Background: an optimization exercise with open tools, aiming at small area. Do not read the settings as production practice. In this exercise RTL edits were held to simulation tests only and were not proved equivalent to the original. No activity file was given, so power comes from the tool's default toggle rates.

File: flow/constraint.sdc
create_clock -name core_clock -period 10.0 [get_ports {clk}]
set_input_delay 2.0000 -clock core_clock [delete_from_list [all_inputs] [get_ports {clk}]]
set_output_delay 2.0000 -clock core_clock [all_outputs]
set_load 0.01 [all_outputs]
File: flow/flow/run.sh
#!/bin/bash
# Own flow: the standard layout (standard.sh: ORFS synthesis to final
# layout) with two changes, both in how the layout is built:
#  - ports are buffered with sky130_fd_sc_hd__buf_1 instead of the default
#    buffer cell (every input and output still gets its own buffer);
#  - clock tree synthesis uses clkbuf_8 with sink clusters of up to 16
#    flip-flops within 60 um, and no dummy loads;
#  - RECOVER_POWER downsizes gates off the critical paths after global route.
# The tools' full output goes to standard.log in this folder.
set -e
export BUFFER_PORTS_ARGS="-buffer_cell sky130_fd_sc_hd__buf_1"
export RECOVER_POWER=100
export CTS_ARGS="-sink_clustering_enable -repair_clock_nets -dont_use_dummy_load -buf_list sky130_fd_sc_hd__clkbuf_8 -sink_clustering_size 16 -sink_clustering_max_diameter 60"
bash standard.sh > standard.log 2>&1
File: flow/design.v
module mips_multicycle_core #(
  parameter int                    ADDR_WIDTH = 32,
  parameter logic [ADDR_WIDTH-1:0] RESET_PC   = '0,
  parameter int                    NUM_REGS   = 32
) (
  input  logic                  clk,
  input  logic                  rst,
  output logic                  mem_req,
  output logic                  mem_we,
  output logic [ADDR_WIDTH-1:0] mem_addr,
  output logic [31:0]           mem_wdata,
  input  logic [31:0]           mem_rdata,
  input  logic                  mem_ready,
  output logic                  halted
);
  localparam int NR = 31;    
  typedef enum logic [2:0] {
    S_CLR,
    S_FETCH,
    S_READ,
    S_WRITE,
    S_ADDR,
    S_MEM,
    S_BEQ1,
    S_HALT
  } state_t;
  state_t           r_state;
  logic [29:0]      r_pc;        
  logic [4:0]       r_p;         
  logic [31:0]      r_x;
  logic [31:0]      r_y;
  logic [28:0]      r_ir;        
  logic             r_first;     
  logic             r_gs;        
  logic             r_gt;        
  logic [NR*32-1:0] r_ring;
  logic        w_c2, w_c1, w_c0;
  logic        w_lw, w_sw, w_addi, w_beq, w_r, w_j, w_need_t, w_mem;
  logic [4:0]  w_rs, w_rt, w_rd;
  logic [5:0]  w_fn;
  logic [31:0] w_sext;
  assign w_c2     = r_ir[28];
  assign w_c1     = r_ir[27];
  assign w_c0     = r_ir[26];
  assign w_mem    = w_c2;
  assign w_lw     = w_c2 & ~w_c1;
  assign w_sw     = w_c2 &  w_c1;
  assign w_addi   = ~w_c2 & w_c1 & ~w_c0;
  assign w_beq    = w_c1 & w_c0;
  assign w_r      = ~w_c2 & ~w_c1 & ~w_c0;
  assign w_j      = ~w_c1 & w_c0;
  assign w_need_t = ~w_c2 & ~(w_c1 ^ w_c0) | w_sw;    
  assign w_rs     = r_ir[25:21];
  assign w_rt     = r_ir[20:16];
  assign w_rd     = w_r ? r_ir[15:11] : r_ir[20:16];
  assign w_fn     = r_ir[5:0];
  assign w_sext   = {{16{r_ir[15]}}, r_ir[15:0]};
  logic [5:0] f_op, f_fn;
  logic       f_legal;
  assign f_op = mem_rdata[31:26];
  assign f_fn = mem_rdata[5:0];
  always_comb begin
    case (f_op)
      6'h00:   f_legal = (f_fn == 6'h20) || (f_fn == 6'h22) || (f_fn == 6'h24) ||
                         (f_fn == 6'h25) || (f_fn == 6'h2A);
      6'h02, 6'h04, 6'h08, 6'h23, 6'h2B: f_legal = 1'b1;
      default: f_legal = 1'b0;
    endcase
  end
  logic [31:0] w_head, w_hz, w_head_in, w_alu;
  logic        w_at_rd, w_wlast, w_wr, w_fetch, w_clr;
  assign w_head    = r_ring[31:0];
  assign w_hz      = w_head;
  assign w_clr     = (r_state == S_CLR);
  assign w_at_rd   = (r_p == w_rd);
  assign w_wr      = ((r_state == S_WRITE) && w_at_rd) || w_clr;
  assign w_wlast   = (r_state == S_WRITE) && (w_at_rd || (w_rd == 5'd0));
  assign w_fetch   = (r_state == S_FETCH) || w_wlast;
  assign w_head_in = w_wr ? w_alu : w_hz;
  logic        w_use_imm, w_sub, w_lt, w_bzero, w_inc;
  logic [31:0] w_b, w_sum;
  logic        f_sub_fn, f_slt_fn, f_and_fn, f_or_fn;
  assign f_slt_fn = w_fn[3];
  assign f_and_fn = ~w_fn[3] & w_fn[2] & ~w_fn[0];
  assign f_or_fn  = ~w_fn[3] & w_fn[2] &  w_fn[0];
  assign f_sub_fn = ~w_fn[2] & w_fn[1];
  assign w_bzero   = (r_state == S_MEM) || w_clr || w_inc || (w_lw && (r_state == S_WRITE));
  assign w_inc     = (r_state == S_READ) && r_first;    
  assign w_use_imm = w_addi | w_mem | (r_state == S_ADDR);
  assign w_sub     = ~w_use_imm & ~w_bzero & (w_beq | (w_r & (f_sub_fn | f_slt_fn)));
  always_comb begin
    if (w_bzero)
      w_b = 32'd0;
    else if (!w_use_imm)
      w_b = r_y ^ {32{w_sub}};
    else if (w_beq)
      w_b = {w_sext[29:0], 2'b00};
    else
      w_b = w_sext;
  end
  assign w_sum = r_x + w_b + {31'd0, w_sub | w_inc};
  assign w_lt  = (r_x[31] ^ r_y[31]) ? r_x[31] : w_sum[31];
  always_comb begin
    if (w_r && f_slt_fn && !w_clr)
      w_alu = {31'd0, w_lt};
    else if (w_r && f_and_fn && !w_clr)
      w_alu = r_x & r_y;
    else if (w_r && f_or_fn && !w_clr)
      w_alu = r_x | r_y;
    else
      w_alu = w_sum;
  end
  logic w_hit_s, w_hit_t, w_done_s, w_done_t;
  assign w_hit_s  = (r_p == w_rs);
  assign w_hit_t  = (r_p == w_rt) && w_need_t;
  assign w_done_s = r_gs || w_hit_s || (w_rs == 5'd0);
  assign w_done_t = r_gt || w_hit_t || (w_rt == 5'd0) || !w_need_t;
  always_ff @(posedge clk) begin
    r_ring <= {w_head_in, r_ring[NR*32-1:32]};
  end
  always_ff @(posedge clk or posedge rst) begin
    if (rst) begin
      r_state <= S_CLR;
      r_p     <= 5'd0;
    end else begin
      r_p <= (r_p == 5'd31) ? 5'd1 : r_p + 5'd1;
      if (w_fetch) begin
        if (!mem_ready) begin
          r_state <= S_FETCH;
        end else if (!f_legal) begin
          r_state <= S_HALT;
        end else begin
          r_state <= S_READ;
        end
      end else begin
        case (r_state)
          S_CLR: if (r_p == 5'd31) r_state <= S_FETCH;
          S_READ: begin
            if (w_j)
              r_state <= S_FETCH;
            else if (w_done_s && w_done_t) begin
              if (w_mem || w_beq)
                r_state <= w_beq ? S_BEQ1 : S_ADDR;
              else
                r_state <= S_WRITE;
            end
          end
          S_WRITE: ;
          S_ADDR: begin
            if (w_beq)
              r_state <= S_FETCH;
            else
              r_state <= (w_sum[1:0] != 2'b00) ? S_HALT : S_MEM;
          end
          S_MEM: begin
            if (mem_ready) begin
              r_state <= w_lw ? S_WRITE : S_FETCH;
            end
          end
          S_BEQ1: begin
            r_state <= (w_sum == 32'd0) ? S_ADDR : S_FETCH;
          end
          default: r_state <= S_HALT;
        endcase
      end
    end
  end
  always_ff @(posedge clk) begin
    if (w_clr || w_inc || (r_state == S_ADDR) || ((r_state == S_MEM) && mem_ready)) begin
      r_pc[29:26] <= w_sum[31:28];
      r_pc[25:0]  <= (w_inc && w_j) ? r_ir[25:0] : w_sum[27:2];
    end
  end
  always_ff @(posedge clk) begin
    if (w_fetch || w_clr) begin
      r_x     <= w_clr ? 32'd0 : {r_pc, 2'b11};
      r_y     <= 32'd0;
      r_gs    <= 1'b0;
      r_gt    <= 1'b0;
      r_first <= 1'b1;
      r_ir    <= {mem_rdata[31], mem_rdata[29] | mem_rdata[28],
                  mem_rdata[28] | (mem_rdata[27] & ~mem_rdata[31]), mem_rdata[25:0]};
    end else begin
      case (r_state)
        S_READ: begin
          r_first <= 1'b0;
          if (w_hit_s) begin
            r_x  <= w_hz;
            r_gs <= 1'b1;
          end else if (r_first && (w_rs == 5'd0)) begin
            r_x  <= 32'd0;
          end
          if (w_hit_t) begin
            r_y  <= w_hz;
            r_gt <= 1'b1;
          end
        end
        S_ADDR, S_BEQ1: r_x <= {r_pc, 2'b11};
        S_MEM: if (mem_ready) r_x <= mem_rdata;
        default: ;
      endcase
    end
  end
  assign mem_req   = w_fetch || (r_state == S_MEM);
  assign mem_we    = (r_state == S_MEM) && w_sw;
  assign mem_addr  = {r_pc, 2'b00};
  assign mem_wdata = r_y;
  assign halted    = (r_state == S_HALT);
endmodule
File: flow/standard.sh
#!/bin/bash
# synth_recipe.tcl (not shown) runs the flow's synth.tcl, then flattens the netlist and writes it again
# the make line also repeats each setting of config.mk as NAME=value (left out here)
make -C /OpenROAD-flow-scripts/flow DESIGN_CONFIG=/design/flow/config.mk WORK_HOME=/design/flow/orfs CLKGATE_MAP_FILE= SYNTH_SCRIPT=/design/flow/synth_recipe.tcl "${@:-finish}"
File: flow/config.mk
export PLATFORM = sky130hd
export DESIGN_NAME = mips_multicycle_core
export DESIGN_NICKNAME = mips_multicycle_core
export VERILOG_FILES = /design/flow/design.v
export SDC_FILE = /design/flow/constraint.sdc
export NUM_CORES = 4
export LEC_CHECK = 0
export CAP_MARGIN = 20
export CORE_MARGIN = 2
export CORE_UTILIZATION = 60
export SLEW_MARGIN = 20
==> impl_metrics.sql, run 1 <==
INSERT INTO impl_metrics (metric_group, metric, value, unit) VALUES
('critical_path', 'r2r_start', 'r_ir[28]', ''),
('floorplan', 'design.die.area', '51150', 'sq um'),
('global_routing', 'global_route.overflow_total', '0', ''),
('sta', 'max_clock_freq', '0.1321', 'GHz'),
('clock_tree', 'postCtsSetupRepairBufs', '0', ''),
('power', 'switching_share_of_power', '25.87', '%'),
('critical_path', 'arrival', '7.85', 'ns'),
('finish', 'area_growth_from_synthesis_to_layout', '7.364', '%'),
('route', 'drt-total-wl', '56.43', 'mm'),
('power', 'power_frac_clock', '24.7', '%'),
('critical_path', 'cp_max_fo', '64', ''),
('clock_tree', 'clock-sinks', '1126', ''),
('finish', 'multi_input_comb_area', '5756', 'sq um'),
('global_routing', 'grt_max_degree', '65', ''),
('power', 'power_switching', '2065', 'uW'),
('floorplan', 'core-area', '48850', 'sq um'),
('route', 'post_drt_antenna_nets', '0', ''),
('critical_path', 'crit_path_start_kind', 'register', ''),
('sta', 'hold_slack', '0.2953', 'ns'),
('finish', 'final_core_utilization', '65.09', '%'),
('route', 'vias', '15160', ''),
('clock_tree', 'worstSkewPairLatency', '0.69', 'ns'),
('yosys', 'synth-async-reset-ratio', '0.7105', '%'),
('critical_path', 'critPathCaptureType', 'register', ''),
('route', 'drcViolationCount', '0', ''),
('global_routing', 'wire_length_of_the_first_global_routing_pass', '85.88', 'mm'),
('critical_path', 'crit_path_cell_trace', 'or3_1 -> mux2i_1 -> xor2_1 -> nand3_1 -> nor3_1 -> a221oi_1 -> a211oi_4 -> clkbuf_1 -> or2_0 -> buf_4', ''),
('critical_path', 'r2r_slack', '2.43', 'ns'),
('sta', 'setup_slack', '2.427', 'ns'),
('sta', 'worst_pin_slew', '3.132', 'ns'),
('yosys', 'post_synth_top_flop', 'dfxtp_1', ''),
('placement', 'post-place-ws', '2.967', 'ns'),
('finish', 'layout.area.seq', '23490', 'sq um'),
('yosys', 'syn_area', '29620', 'sq um'),
('global_routing', 'track_usage', '22.40', '%'),
('power', 'total_power', '7981', 'uW'),
('sta', 'setup_violations', '0', ''),
('route', 'wl_per_instance', '19.37', 'um'),
('power', 'static-leakage-power', '0.01245', 'uW'),
('critical_path', 'cp_max_stage_delay', '2.23', 'ns'),
('yosys', 'syn_area_per_cell', '13.91', 'sq um'),
('critical_path', 'critical_path.reg2reg.endpoint', 'r_ir[10]', ''),
('finish', 'layout.nets', '2323', ''),
('finish', 'filler_cell_count', '3543', ''),
('flow_run', 'max_cap_viol_count', '2', ''),
('power', 'pwr-share-comb', '14.4', '%'),
('placement', 'io_buffers', '99', ''),
('critical_path', 'critical_path_class', 'reg2reg', ''),
('sta', 'count_of_pins_over_their_slew_limit', '90', ''),
('outcome', 'so.violations', 'max-capacitance violations, max-slew violations', ''),
('floorplan', 'die-height', '226.2', 'um'),
('critical_path', 'cp.required', '10.28', 'ns'),
('floorplan', 'floorplan.initialDensity', '60.63', '%'),
('yosys', 'synthDistinctLibCells', '75', ''),
('placement', 'gp_congestion', '0.8953', ''),
('yosys', 'synth_edf_count', '91', ''),
('clock_tree', 'cts-hold-fix-buffers', '0', ''),
('critical_path', 'worst_r2r_path_depth', '10', ''),
('clock_tree', 'clk_path_buf_depth', '3', ''),
('finish', 'final_layout_size_suffix_gt1_share', '5.383', '%'),
('sta', 'final_hold_viol_count', '0', ''),
('clock_tree', 'cts.repair.resized', '0', ''),
('hold_path', 'whs_path_depth', '0', ''),
('sta', 'totalNegativeSetupSlack', '0', 'ns'),
('outcome', 'outcome', 'finished with violations', ''),
('global_routing', 'first_global_vias', '14710', ''),
('floorplan', 'fp.dieW', '226.2', 'um'),
('clock_tree', 'clkSlewWorstSetupHoldPaths', '0.09', 'ns'),
('sta', 'clock_skew', '0.09624', 'ns'),
('finish', 'most-common-layout-cells', 'dfxtp_1 (1,027), nand2_1 (156), nor2_1 (118)', ''),
('floorplan', 'top_level_ports', '102', '');
[cell usage after synthesis (8+ instances only)]
cell      number  area (sq um)
a211oi_1      25         187.7
a21o_1         8         60.06
a21oi_1      109         545.5
a222oi_1      30         300.3
a31oi_1        8         50.05
buf_2         17         85.08
clkbuf_1      62         232.7
dfrtp_1        8         200.2
dfxtp_1     1027         20560
edfxtp_1      91          2733
ha_1          36         450.4
inv_1         18         67.56
maj3_1        12         120.1
mux2i_1       53         530.5
nand2_1      157         589.3
nand2b_1       8         50.05
nand3_1       13         65.06
nand4_1       11         68.82
nor2_1       120         450.4
nor2b_1        9         56.30
nor3_1        26         130.1
o21ai_0       74         370.4
o31ai_1       32         240.2
xnor2_1       38         332.8
xor2_1        37         324.1
[per-stage QoR]
stage / std cells / cell area (sq um)
floorplan: 2130 / 29620
global placement: 2828 / 30670
detailed placement: 2829 / 30690
CTS: 2912 / 31830
global route: 2913 / 31790
finish: 2914 / 31800
[metal layers]
layer / up-vias / global-route usage, % / wire length [um]
met5: - / 0 / 85
met4: 14 / 7.152 / 1285
met3: 92 / 7.039 / 4383
met2: 434 / 33.07 / 24200
met1: 7200 / 31.54 / 26480
li1: 7415 / - / -
[power by group through the flow]
stage | sequential [uW] | combinational (uW) | clock, uW
after floorplan | 4920 | 817 | 0
after global placement | 4960 | 1140 | 0
after detailed placement | 4960 | 1140 | 0
after CTS | 4860 | 1160 | 2040
after global routing | 4880 | 1270 | 2190
final | 4860 | 1150 | 1970
[logic make-up after synthesis]
logic type / count (synthesis) / share of synthesized area (%)
flops: 1126 / 79.32
simple gates: 386 / 5.826
compound gates: 334 / 7.258
buf+inv: 102 / 1.415
xor+xnor: 76 / 2.273
mux: 54 / 1.829
fa+ha+maj: 50 / 2.062
other cells: 1 / 0.01266
[how the worst max path moves through the flow]
stage,startpoint,endpoint
floorplan,r_ir[26],r_state[0]
global route,r_ir[28],r_ir[10]
detailed placement,r_ir[27],r_state[0]
finish,r_ir[28],r_ir[10]
global placement,r_ir[27],r_state[0]
CTS,r_ir[27],r_state[0]
[state kept, by name, summed over array words and instances, names as in the netlist, 3 cells and up]
register,count
r_ring,992
r_pc,30
r_ir,29
r_y,32
r_x,32
r_state,3
r_p,5
[critical path, delay by kind of cell (launching register included)]
kind,cells,cell delay [ns]
buf+inv,2,2.89
simple gates,4,2.69
compound gates,2,0.55
flops,1,0.54
mux,1,0.27
xor+xnor,1,0.17
[layout make-up]
cell class | instances | share of cell area, %
Sequential cell | 1126 | 73.88
Inverter | 19 | 0.2243
Clock buffer | 83 | 3.593
Timing Repair Buffer | 118 | 1.570
Antenna cell | 2 | 0.01574
Multi-Input combinational cell | 902 | 18.10
Tap cell | 664 | 2.613
==> inputs of run 2 (changes only) <==
==> flow/flow/run.sh (replaced) <==
#!/bin/bash
# Own flow: the standard layout (standard.sh: ORFS synthesis to final
# layout) with these changes, all in how the layout is built:
#  - synthesis is the standard flow's synthesis script (synth_recipe.tcl) unchanged, except
#    that its ABC technology-mapping call runs flow/abc.script, an
#    area-oriented script, instead of ORFS's abc_speed.script. Registers are
#    mapped before ABC, so they are the standard synthesis's registers;
#  - ports are buffered with sky130_fd_sc_hd__buf_1 instead of the default
#    buffer cell (every input and output still gets its own buffer);
#  - clock tree synthesis uses clkbuf_8 with sink clusters of up to 16
#    flip-flops within 60 um, and no dummy loads.
# The tools' full output goes to standard.log in this folder.
set -euo pipefail
W=$PWD
export BUFFER_PORTS_ARGS="-buffer_cell sky130_fd_sc_hd__buf_1"
export CTS_ARGS="-sink_clustering_enable -repair_clock_nets -dont_use_dummy_load -buf_list sky130_fd_sc_hd__clkbuf_8 -sink_clustering_size 16 -sink_clustering_max_diameter 60"
{
  cat <<EOT
proc abc {args} {
  set i [lsearch -exact \$args -script]
  if { \$i >= 0 } {
    set args [lreplace \$args [expr {\$i + 1}] [expr {\$i + 1}] $W/flow/abc.script]
  }
  yosys abc {*}\$args
}
EOT
  cat synth_recipe.tcl
} > my_synth.tcl
sed "s#SYNTH_SCRIPT=[^ ]*#SYNTH_SCRIPT=$W/my_synth.tcl#" standard.sh > my_standard.sh
grep -q "SYNTH_SCRIPT=$W/my_synth.tcl" my_standard.sh
bash my_standard.sh > standard.log 2>&1
==> flow/flow/abc.script (new file) <==
strash
ifraig
dc2
balance
rewrite
refactor
balance
rewrite
rewrite -z
balance
refactor -z
rewrite -z
balance
strash
&get -n
&synch2
&nf
&put
topo
stime -c
dnsize -c
==> impl_metrics.sql, run 2 <==
INSERT INTO impl_metrics (metric_group, metric, value, unit) VALUES
('outcome', 'outcome', 'finished clean', ''),
('sta', 'setup_violations', '0', ''),
('route', 'drt_pass1_iterations', '6', ''),
('critical_path', 'cp.required', '10.51', 'ns'),
('sta', 'worst_pin_slew', '1.030', 'ns'),
('yosys', 'synth-async-reset-ratio', '0.7105', '%'),
('route', 'drcViolationCount', '0', ''),
('finish', 'multi_input_comb_area', '5100', 'sq um'),
('critical_path', 'critical_path_class', 'reg2reg', ''),
('yosys', 'synth_area_leader_cell', 'dfxtp_1', ''),
('placement', 'gp_congestion', '0.8584', ''),
('clock_tree', 'worstSkewPairLatency', '0.70', 'ns'),
('critical_path', 'critPathCaptureType', 'register', ''),
('power', 'ir_worst_vdd', '0.2052', 'mV'),
('clock_tree', 'root_buffer', 'clkbuf_8', ''),
('sta', 'finalWorstPathRequiredPeriod', '8.376', 'ns'),
('floorplan', 'die-height', '222.4', 'um'),
('power', 'power.sequential.fraction', '57.3', '%'),
('critical_path', 'crit_path_start_kind', 'register', ''),
('power', 'power_per_cell_area', '304.2', 'nW/um^2'),
('finish', 'reg_top3', 'r_ring: 992 flops, r_x: 32 flops, r_y: 32 flops', ''),
('global_routing', 'track_usage', '22.55', '%'),
('route', 'wl_per_instance', '19.58', 'um'),
('critical_path', 'cp_max_fo', '20', ''),
('clock_tree', 'cts-hold-fix-buffers', '0', ''),
('clock_tree', 'clk_path_buf_depth', '3', ''),
('global_routing', 'first_global_vias', '14760', ''),
('sta', 'final_hold_viol_count', '0', ''),
('floorplan', 'core-area', '47450', 'sq um'),
('global_routing', 'wire_length_of_the_first_global_routing_pass', '84.96', 'mm'),
('finish', 'area_growth_from_synthesis_to_layout', '8.787', '%'),
('clock_tree', 'cts.repair.resized', '0', ''),
('route', 'route.detailed.vias_per_inst', '5.246', ''),
('critical_path', 'arrival', '8.88', 'ns'),
('finish', 'fin_area', '31130', 'sq um'),
('sta', 'count_of_pins_over_their_slew_limit', '0', ''),
('yosys', 'synth_common_cells', 'dfxtp_1 (1,027), nand2_1 (128), nor2_1 (122)', ''),
('hold_path', 'timing.hold.worst.class', 'reg2reg', ''),
('placement', 'dp.final_hpwl', '34.89', 'mm'),
('sta', 'rsz0062_at_grt', 'no', ''),
('finish', 'layout.nets', '2260', ''),
('placement', 'place_area', '29990', 'sq um'),
('sta', 'slew_headroom', '31.16', '%'),
('yosys', 'yosysWarningCount', '1', ''),
('yosys', 'synth_seq_cells', '1126', ''),
('route', 'vias', '14690', ''),
('route', 'post_drt_antenna_nets', '0', ''),
('floorplan', 'top_level_ports', '102', ''),
('finish', 'max_flop_register', 'r_ring', ''),
('global_routing', 'number_of_antenna_violations_at_the_first_check_in_global_routing', '1', ''),
('clock_tree', 'numCtsBuffers', '83', ''),
('yosys', 'syn_area', '28620', 'sq um'),
('power', 'cellInternalPower', '6688', 'uW'),
('sta', 'setup_slack', '1.624', 'ns'),
('power', 'power_switching', '2784', 'uW'),
('finish', 'antenna_cells_inserted', '0', ''),
('route', 'dr.first_iter.drc_count', '1241', ''),
('global_routing', 'global_route.overflow_total', '0', ''),
('floorplan', 'standard_cell_rows', '80', ''),
('power', 'power_frac_clock', '20.9', '%'),
('clock_tree', 'clkSlewWorstSetupHoldPaths', '0.09', 'ns'),
('finish', 'most-common-layout-cells', 'dfxtp_1 (1,027), nand2_1 (126), nor2_1 (121)', ''),
('critical_path', 'crit_path_top_delay_cell', 'dfrtp_1', ''),
('finish', 'layout_commonest_cell', 'dfxtp_1', ''),
('yosys', 'postSynthCellCount', '1979', ''),
('power', 'static-leakage-power', '0.01204', 'uW'),
('yosys', 'yosys.cell_count.top_type', 'dfxtp_1', ''),
('sta', 'finalCritPeriodShare', '83.76', '%'),
('clock_tree', 'cts_tree', 'yes', ''),
('flow_run', 'max_cap_viol_count', '0', ''),
('sta', 'totalNegativeSetupSlack', '0', 'ns'),
('placement', 'io_buffers', '99', ''),
('placement', 'post-place-ws', '1.588', 'ns'),
('clock_tree', 'clock-sinks', '1126', ''),
('sta', 'max_clock_freq', '0.1194', 'GHz'),
('finish', 'final_layout_size_suffix_gt1_share', '5.400', '%'),
('yosys', 'netlist_top_cells_area', 'dfxtp_1 (72%), edfxtp_1 (9.5%), o21ai_0 (2.0%)', ''),
('yosys', 'yosysSeqAreaShare', '82.08', '%'),
('yosys', 'syn_area_per_cell', '14.46', 'sq um'),
('yosys', 'synth_largest_type_area_fraction', '71.84', '%'),
('yosys', 'post_synth_top_flop', 'dfxtp_1', ''),
('clock_tree', 'postCtsSetupRepairBufs', '0', ''),
('critical_path', 'cp_max_stage_delay', '0.56', 'ns'),
('route', 'drt-total-wl', '54.81', 'mm'),
('power', 'pwr-share-comb', '21.8', '%'),
('critical_path', 'timing.critical_path.mode_cell', 'a21o_1', ''),
('clock_tree', 'h_tree_lvl_count', '3', ''),
('floorplan', 'fp.dieW', '222.4', 'um'),
('finish', 'layout.area.seq', '23490', 'sq um'),
('finish', 'largest_register_ffs', '992', ''),
('critical_path', 'r2r_slack', '1.62', 'ns'),
('power', 'total_power', '9472', 'uW'),
('yosys', 'synthDistinctLibCells', '56', ''),
('power', 'switching_share_of_power', '29.40', '%'),
('yosys', 'synth_edf_count', '91', ''),
('global_routing', 'grt_max_degree', '55', ''),
('sta', 'clock_skew', '0.07432', 'ns'),
('floorplan', 'design.die.area', '49460', 'sq um'),
('floorplan', 'floorplan.initialDensity', '60.32', '%'),
('finish', 'filler_cell_count', '3479', '');
run 2: cell types whose count changed after synthesis, sizes merged, moves of 22 or more:
cell and delta:
o21ai +40, a21oi -22, o31ai -31, clkbuf -62, mux2i -47, nand2 -29
run 2: area by class of cell:
class / count / share of cell area (%)
clock buffer: 83 / 3.669
inverter: 19 / 0.2291
sequential: 1126 / 75.45
timing repair buffer: 124 / 1.796
multi-input combinational: 833 / 16.38
tap: 615 / 2.471
run 2: logic make-up (layout without fill, tap and decap cells):
kind of cell | after synthesis | count (layout) | share of synthesized area, %
fa+ha+maj | 55 | 55 | 2.308
other cells | 1 | 2 | 0.01310
compound gates | 347 | 347 | 7.620
mux | 7 | 7 | 0.2492
simple gates | 364 | 364 | 5.648
buf+inv | 21 | 226 | 0.3016
flops | 1126 | 1126 | 82.08
xor+xnor | 58 | 58 | 1.775
run 2: worst max-delay path: cells and delay by family, from the launching register on:
kind                     cells  cell delay (ns)
adder cells (fa/ha/maj)      1             0.27
flip-flops                   1             0.56
AND/OR/NAND/NOR              8             2.04
XOR/XNOR                     1             0.17
buffers and inverters        2             0.53
AO/OA/AOI/OAI               19             4.67
run 2: power groups by stage:
stage | Combinational (uW) | Sequential, uW | Clock (uW)
final | 2060 | 5430 | 1980
after global routing | 2300 | 5480 | 2190
after CTS | 2070 | 5430 | 2040
after detailed placement | 2070 | 5520 | 0
after global placement | 2060 | 5520 | 0
after floorplan | 1430 | 5440 | 0
run 2: stage by stage:
| stage | instances | util, % | hold WS [ns] |
|---|---|---|---|
| detailed placement | 2717 | 63.21 | 0.3121 |
| finish | 2800 | 65.62 | 0.3020 |
| floorplan | 1980 | - | 0.3096 |
| CTS | 2800 | 65.62 | 0.3040 |
| global route | 2800 | 65.62 | 0.3018 |
| global placement | 2717 | 63.21 | 0.3114 |
run 2: path summary, 6_finish.rpt:
check                       startpoint  cells past startpoint           to
min in group asynchronous          rst                      2       r_p[0]
min                        r_ring[911]                      0  r_ring[879]
max in group asynchronous          rst                      2   r_state[0]
min reg2reg                r_ring[911]                      0  r_ring[879]
max                         r_state[1]                     31   r_state[0]
max reg2reg                 r_state[1]                     31   r_state[0]
run 2: per-layer routing:
layer  vias up  global-route usage, %  part of all wire (%)
li1       7135                      -                     -
met1      6976                  31.49                    46
met2       455                  34.83                    45
met3       121                  5.263                   6.4
met4         2                  8.054                   3.0
met5         -                      0                 0.024
==> inputs of run 3 (changes only) <==
--- a/flow/flow/abc.script
+++ b/flow/flow/abc.script
@@ -13,5 +13,15 @@
 balance
+balance
+rewrite
+refactor
+balance
+rewrite
+rewrite -z
+balance
+refactor -z
+rewrite -z
+balance
 strash
 &get -n
-&synch2
+&dch -f
 &nf
==> impl_metrics.sql, run 3 <==
INSERT INTO impl_metrics (metric_group, metric, value, unit) VALUES
('yosys', 'synthDistinctLibCells', '50', ''),
('clock_tree', 'numCtsBuffers', '83', ''),
('clock_tree', 'cts.repair.resized', '0', ''),
('finish', 'area_growth_from_synthesis_to_layout', '8.729', '%'),
('sta', 'setup_violations', '0', ''),
('placement', 'gp_congestion', '0.8664', ''),
('critical_path', 'cp_max_fo', '36', ''),
('yosys', 'synth_common_cells', 'dfxtp_1 (1,027), nor2_1 (138), a21oi_1 (110)', ''),
('power', 'ir_worst_vdd', '0.2161', 'mV'),
('sta', 'hold_slack', '0.2923', 'ns'),
('power', 'static-leakage-power', '0.01232', 'uW'),
('finish', 'filler_cell_count', '3424', ''),
('route', 'wl_per_instance', '19.79', 'um'),
('critical_path', 'timing.critical_path.mode_cell', 'o21ai_0', ''),
('yosys', 'synth_edf_count', '91', ''),
('yosys', 'yosysSeqAreaShare', '81.62', '%'),
('finish', 'fin_cells', '2791', ''),
('critical_path', 'critPathCaptureType', 'register', ''),
('floorplan', 'fp.dieW', '223.0', 'um'),
('hold_path', 'min_delay_worst_endpoint', 'r_ring[846]', ''),
('floorplan', 'standard_cell_rows', '80', ''),
('route', 'vias', '14810', ''),
('clock_tree', 'clk_path_buf_depth', '3', ''),
('global_routing', 'track_usage', '22.57', '%'),
('global_routing', 'first_global_vias', '14960', ''),
('floorplan', 'design.die.area', '49740', 'sq um'),
('critical_path', 'crit_path_top_delay_cell', 'nor3_1', ''),
('hold_path', 'whs_path_depth', '0', ''),
('sta', 'totalNegativeSetupSlack', '0', 'ns'),
('critical_path', 'critical_path_class', 'reg2reg', ''),
('global_routing', 'wire_length_of_the_first_global_routing_pass', '85.25', 'mm'),
('yosys', 'postSynthCellCount', '1972', ''),
('clock_tree', 'h_tree_lvl_count', '3', ''),
('flow_run', 'max_cap_viol_count', '0', ''),
('yosys', 'netlist_top_cells_area', 'dfxtp_1 (71%), edfxtp_1 (9.5%), a21oi_1 (1.9%)', ''),
('global_routing', 'global_route.overflow_total', '0', ''),
('finish', 'most-common-layout-cells', 'dfxtp_1 (1,027), nor2_1 (135), a21oi_1 (107)', ''),
('critical_path', 'r2r_slack', '1.23', 'ns'),
('route', 'drcViolationCount', '0', ''),
('sta', 'final_hold_viol_count', '0', ''),
('power', 'power_per_cell_area', '333.4', 'nW/um^2'),
('finish', 'multi_input_comb_area', '5259', 'sq um'),
('finish', 'layout_commonest_cell', 'dfxtp_1', ''),
('sta', 'finalWorstPathRequiredPeriod', '8.765', 'ns'),
('yosys', 'synth_largest_type_area_fraction', '71.43', '%'),
('sta', 'clock_skew', '0.06385', 'ns'),
('sta', 'count_of_pins_over_their_slew_limit', '0', ''),
('route', 'drt_pass1_iterations', '5', ''),
('critical_path', 'r2r_start', 'r_state[0]', ''),
('sta', 'rsz0062_at_grt', 'no', ''),
('clock_tree', 'cts_tree', 'yes', ''),
('route', 'route.detailed.vias_per_inst', '5.308', ''),
('global_routing', 'number_of_antenna_violations_at_the_first_check_in_global_routing', '1', ''),
('finish', 'largest_register_ffs', '992', ''),
('finish', 'final_layout_size_suffix_gt1_share', '5.517', '%'),
('critical_path', 'sum_of_buffers_and_inverters_on_the_critical_path', '2', ''),
('yosys', 'synth_area_leader_cell', 'dfxtp_1', ''),
('floorplan', 'core-area', '47550', 'sq um'),
('route', 'dr.first_iter.drc_count', '999', ''),
('route', 'drt-total-wl', '55.22', 'mm'),
('sta', 'finalCritPeriodShare', '87.65', '%'),
('yosys', 'yosys.cell_count.top_type', 'dfxtp_1', ''),
('critical_path', 'arrival', '9.26', 'ns'),
('critical_path', 'crit_path_start_kind', 'register', ''),
('yosys', 'syn_area', '28780', 'sq um'),
('clock_tree', 'cts-hold-fix-buffers', '0', ''),
('hold_path', 'worst_hold_startpoint', 'r_ring[878]', ''),
('hold_path', 'timing.hold.worst.class', 'reg2reg', ''),
('clock_tree', 'postCtsSetupRepairBufs', '0', ''),
('sta', 'slew_headroom', '26.53', '%'),
('floorplan', 'floorplan.initialDensity', '60.54', '%'),
('sta', 'worst_pin_slew', '1.102', 'ns'),
('global_routing', 'grt_max_degree', '71', ''),
('critical_path', 'cp_max_stage_delay', '0.69', 'ns'),
('clock_tree', 'clkSlewWorstSetupHoldPaths', '0.09', 'ns'),
('critical_path', 'cp.required', '10.49', 'ns'),
('outcome', 'outcome', 'finished clean', ''),
('finish', 'layout.nets', '2250', ''),
('critical_path', 'worst_r2r_path_depth', '32', ''),
('sta', 'max_clock_freq', '0.1141', 'GHz'),
('route', 'post_drt_antenna_nets', '0', ''),
('yosys', 'post_synth_top_flop', 'dfxtp_1', ''),
('placement', 'place.detailed.instances', '2706', ''),
('floorplan', 'top_level_ports', '102', ''),
('floorplan', 'die-height', '223.0', 'um'),
('clock_tree', 'worstSkewPairLatency', '0.69', 'ns'),
('finish', 'reg_top3', 'r_ring: 992 flops, r_x: 32 flops, r_y: 32 flops', ''),
('clock_tree', 'clock-sinks', '1126', ''),
('critical_path', 'critical_path.reg2reg.endpoint', 'r_state[0]', ''),
('yosys', 'syn_area_per_cell', '14.60', 'sq um'),
('yosys', 'synth-async-reset-ratio', '0.7105', '%'),
('finish', 'max_flop_register', 'r_ring', ''),
('placement', 'dp.final_hpwl', '34.46', 'mm'),
('finish', 'layout.area.seq', '23490', 'sq um'),
('clock_tree', 'root_buffer', 'clkbuf_8', ''),
('yosys', 'yosysWarningCount', '1', ''),
('placement', 'io_buffers', '99', ''),
('yosys', 'synth_seq_cells', '1126', ''),
('critical_path', 'cpLargestDelayFamily', 'compound AO/OA/AOI/OAI gates', '');
## run 3: area by class of cell
type                       instances  share of cell area (%)
tap                              615                   2.459
antenna                            1                0.007996
multi-input combinational        821                   16.80
sequential                      1126                   75.06
clock buffer                      83                   3.650
timing repair buffer             121                   1.727
inverter                          24                  0.2879
## run 3: power breakdown
group          switching, uW  internal, uW
combinational           1830          1010
clock                   1250           745
sequential               303          5300
## run 3: metrics by stage
step / total power [uW] / utilization (%) / worst slack, ns / instance area, sq um
after floorplan: 7538 / - / 2.277 / 28790
after global placement: 8487 / 63.39 / 1.381 / 30140
after detailed placement: 8504 / 63.39 / 1.296 / 30140
after CTS: 10490 / 65.79 / 1.246 / 31280
after global routing: 11030 / 65.82 / 0.3494 / 31300
final: 10430 / 65.82 / 1.235 / 31300
## run 3: logic make-up after synthesis
logic type / share of synthesized area [%]
flops: 81.62
compound gates: 7.890
simple gates: 4.434
mux: 2.087
xor+xnor: 1.613
fa+ha+maj: 1.982
buf+inv: 0.3651
other cells: 0.01303
## run 3: worst max-delay path by stage
stage | to | depth (start not counted) | startpoint | slack [ns]
floorplan | r_state[0] | 30 | r_ir[26] | 2.28
CTS | r_state[0] | 32 | r_state[0] | 1.25
finish | r_state[0] | 32 | r_state[0] | 1.23
detailed placement | r_state[0] | 32 | r_state[0] | 1.30
global placement | r_state[0] | 32 | r_state[0] | 1.38
global route | r_state[0] | 32 | r_state[0] | 0.35
## run 3: metal layers
layer,GRT usage (%),part of all wire (%),wire [um],vias up
met3,5.531,6.6,3631,117
met2,34.76,44,24510,430
met1,31.32,46,25580,7141
li1,-,-,-,7126
met5,0,0,0,-
met4,8.184,2.7,1506,0
## run 3: worst reg2reg max path: cells and delay by family, from the launching register on
kind / cells / cell delay (ns)
AOI/OAI and AO/OA: 17 / 3.62
and+or+nand+nor: 11 / 2.93
buffers and inverters: 2 / 0.73
DFF: 1 / 0.67
adders and majority gates: 1 / 0.38
xor gates and xnor gates: 1 / 0.32
==> inputs of run 4 (changes only) <==
==> flow/flow/abc.script (replaced) <==
strash
ifraig
dc2
&get -n
&synch2
&nf
&put
topo
stime -c
dnsize -c
==> impl_metrics.sql, run 4 <==
INSERT INTO impl_metrics (metric_group, metric, value, unit) VALUES
('outcome', 'outcome', 'finished clean', ''),
('yosys', 'yosysWarningCount', '1', ''),
('critical_path', 'critPathCaptureType', 'register', ''),
('finish', 'antenna_cells_inserted', '0', ''),
('flow_run', 'max_cap_viol_count', '0', ''),
('placement', 'post-place-ws', '1.768', 'ns'),
('clock_tree', 'clkSlewWorstSetupHoldPaths', '0.10', 'ns'),
('yosys', 'synth_largest_type_area_fraction', '71.78', '%'),
('critical_path', 'cp_max_stage_delay', '0.78', 'ns'),
('sta', 'setup_violations', '0', ''),
('critical_path', 'r2r_start', 'r_state[1]', ''),
('clock_tree', 'clk_path_buf_depth', '3', ''),
('critical_path', 'arrival', '8.96', 'ns'),
('global_routing', 'track_usage', '23.22', '%'),
('global_routing', 'first_global_vias', '14710', ''),
('route', 'drt-total-wl', '56.58', 'mm'),
('clock_tree', 'worstSkewPairLatency', '0.71', 'ns'),
('clock_tree', 'postCtsSetupRepairBufs', '0', ''),
('finish', 'reg_top3', 'r_ring: 992 flops, r_x: 32 flops, r_y: 32 flops', ''),
('sta', 'max_clock_freq', '0.1199', 'GHz'),
('sta', 'hold_slack', '0.2694', 'ns'),
('yosys', 'synth_area_leader_cell', 'dfxtp_1', ''),
('sta', 'rsz0062_at_grt', 'no', ''),
('route', 'post_drt_antenna_nets', '0', ''),
('floorplan', 'top_level_ports', '102', ''),
('sta', 'setup_slack', '1.657', 'ns'),
('placement', 'place_area', '29980', 'sq um'),
('global_routing', 'wire_length_of_the_first_global_routing_pass', '86.75', 'mm'),
('placement', 'dp.final_hpwl', '36.36', 'mm'),
('yosys', 'syn_area', '28640', 'sq um'),
('critical_path', 'cp_max_fo', '30', ''),
('hold_path', 'whs_path_depth', '0', ''),
('route', 'drt_pass1_iterations', '5', ''),
('critical_path', 'crit_path_start_kind', 'register', ''),
('critical_path', 'crit_path_top_delay_cell', 'nor3b_1', ''),
('critical_path', 'worst_r2r_path_depth', '30', ''),
('power', 'ir_worst_vdd', '0.2033', 'mV'),
('finish', 'most-common-layout-cells', 'dfxtp_1 (1,027), nand2_1 (101), a21oi_1 (99), o21ai_0 (99), buf_1 (99)', ''),
('sta', 'worst_pin_slew', '1.172', 'ns'),
('finish', 'largest_register_ffs', '992', ''),
('clock_tree', 'cts.repair.resized', '0', ''),
('clock_tree', 'numCtsBuffers', '84', ''),
('critical_path', 'critical_path_class', 'reg2reg', ''),
('route', 'route.detailed.vias_per_inst', '5.293', ''),
('hold_path', 'timing.hold.worst.class', 'reg2reg', ''),
('yosys', 'yosys.cell_count.top_type', 'dfxtp_1', ''),
('yosys', 'syn_area_per_cell', '14.87', 'sq um'),
('yosys', 'yosysSeqAreaShare', '82.02', '%'),
('global_routing', 'global_route.overflow_total', '0', ''),
('yosys', 'netlist_top_cells_area', 'dfxtp_1 (72%), edfxtp_1 (9.5%), a21oi_1 (1.7%)', ''),
('yosys', 'synth_edf_count', '91', ''),
('clock_tree', 'cts-hold-fix-buffers', '0', ''),
('critical_path', 'cp.required', '10.61', 'ns'),
('sta', 'count_of_pins_over_their_slew_limit', '0', ''),
('floorplan', 'core-area', '47450', 'sq um'),
('route', 'dr.first_iter.drc_count', '937', ''),
('power', 'power_per_cell_area', '351.3', 'nW/um^2'),
('global_routing', 'grt_max_degree', '57', ''),
('critical_path', 'timing.critical_path.mode_cell', 'a21o_1', ''),
('finish', 'filler_cell_count', '3425', ''),
('yosys', 'synth_seq_cells', '1126', ''),
('clock_tree', 'clock-sinks', '1126', ''),
('yosys', 'synth_common_cells', 'dfxtp_1 (1,027), nand2_1 (103), a21oi_1 (100)', ''),
('route', 'vias', '14530', ''),
('finish', 'layout_commonest_cell', 'dfxtp_1', ''),
('yosys', 'post_synth_top_flop', 'dfxtp_1', ''),
('yosys', 'synthDistinctLibCells', '53', ''),
('placement', 'gp_congestion', '0.8597', ''),
('route', 'wl_per_instance', '20.61', 'um'),
('sta', 'finalWorstPathRequiredPeriod', '8.343', 'ns'),
('sta', 'totalNegativeSetupSlack', '0', 'ns'),
('finish', 'max_flop_register', 'r_ring', ''),
('floorplan', 'fp.dieW', '222.5', 'um'),
('power', 'static-leakage-power', '0.01212', 'uW'),
('sta', 'finalCritPeriodShare', '83.43', '%'),
('sta', 'final_hold_viol_count', '0', ''),
('clock_tree', 'h_tree_lvl_count', '3', ''),
('floorplan', 'die-height', '222.5', 'um'),
('floorplan', 'floorplan.initialDensity', '60.37', '%'),
('placement', 'io_buffers', '99', ''),
('finish', 'area_growth_from_synthesis_to_layout', '8.719', '%'),
('critical_path', 'worstSetupStartpoint', 'r_state[1]', ''),
('hold_path', 'worst_hold_startpoint', 'r_ring[954]', ''),
('route', 'drcViolationCount', '0', ''),
('finish', 'fin_area', '31140', 'sq um'),
('sta', 'slew_headroom', '19.82', '%'),
('finish', 'final_layout_size_suffix_gt1_share', '5.587', '%'),
('yosys', 'synth-async-reset-ratio', '0.7105', '%'),
('floorplan', 'standard_cell_rows', '80', ''),
('yosys', 'postSynthCellCount', '1926', ''),
('clock_tree', 'root_buffer', 'clkbuf_8', ''),
('sta', 'clock_skew', '0.09812', 'ns'),
('floorplan', 'design.die.area', '49500', 'sq um'),
('finish', 'layout.nets', '2205', ''),
('clock_tree', 'cts_tree', 'yes', ''),
('global_routing', 'number_of_antenna_violations_at_the_first_check_in_global_routing', '1', '');
run 4: per-stage QoR:
stage,cells,total power (uW),utilization (%)
after global placement,2661,8988,63.19
after floorplan,1927,7872,-
after detailed placement,2661,9003,63.19
final,2745,10940,65.64
after global routing,2745,11520,65.64
after CTS,2745,11010,65.63
run 4: kinds of logic (layout without fill, tap and decap cells):
family / Yosys count / in the layout / share of synthesized area, %
AO/OA/AOI/OAI: 321 / 321 / 6.959
buffers and inverters: 24 / 227 / 0.3407
other: 1 / 2 / 0.01309
XOR/XNOR: 79 / 79 / 2.416
multiplexers: 44 / 44 / 1.564
adder cells (fa/ha/maj): 57 / 57 / 2.376
flip-flops: 1126 / 1126 / 82.02
AND/OR/NAND/NOR: 274 / 274 / 4.316
run 4: final timing paths:
path                          endpoint  slack [ns]
setup / recovery            r_state[2]        1.66
hold / removal             r_ring[922]        0.27
setup reg to reg            r_state[2]        1.66
hold reg to reg            r_ring[922]        0.27
max in group asynchronous       r_p[1]        8.53
min in group asynchronous   r_state[2]        1.26
run 4: report_power, final:
part	internal, uW	total (uW)	leakage (uW)	switching (uW)
combinational	1090	3060	0.00227	1980
clock	753	2000	0.000604	1250
sequential	5510	5870	0.00925	360
run 4: per-layer routing:
layer	track usage (%)	wire length [um]	part of all wire (%)
met5	0	11	0.019
met4	8.963	1820	3.2
met3	5.528	3341	5.9
met2	36.72	26100	46
met1	31.26	25310	45
run 4: cell type report:
cell class,instances,area (sq um),area share [%]
clock buffers,84,1156,3.712
inverters,22,82.58,0.2652
multi-input cells,777,5104,16.39
flip-flops and latches,1126,23490,75.44
well taps,615,769.5,2.471
repair buffers,121,536.8,1.724
run 4: worst max-delay path: cells and delay by family, from the launching register on:
kind	cells	cell delay (ns)
AND/OR/NAND/NOR	13	3.90
AO/OA/AOI/OAI	12	2.52
flip-flops	1	0.62
buffers and inverters	2	0.61
XOR/XNOR	2	0.32
adder cells (fa/ha/maj)	1	0.31

-- what the ideal ports hide --
Ports are ideal in the flow. The routed layouts listed here were re-timed in OpenROAD. Step 1 sets driving cells, clkbuf_16 on the clock port and buf_2 on the other inputs (assumed; they add their load-dependent delay and slew). Step 2 adds t to the input delays and takes it off the output delays; t is the mean of the earliest and latest rising clock arrival at the registers after step 1. Input paths then give back, and output paths get back, about the clock's delay inside the block. Slacks: ideal / step 1 / step 2; pairs: ideal / step 1.
run	t, ns	setup slack, ns	clock arrival spread, ns	cell pins on the clock port's net
run 1	0.700	2.427 / 2.427 / 2.427	0.103 / 0.103	1
run 2	0.718	1.624 / 1.624 / 1.624	0.074 / 0.074	1
run 3	0.708	1.235 / 1.235 / 1.235	0.064 / 0.064	1
run 4	0.718	1.657 / 1.657 / 1.657	0.098 / 0.099	1
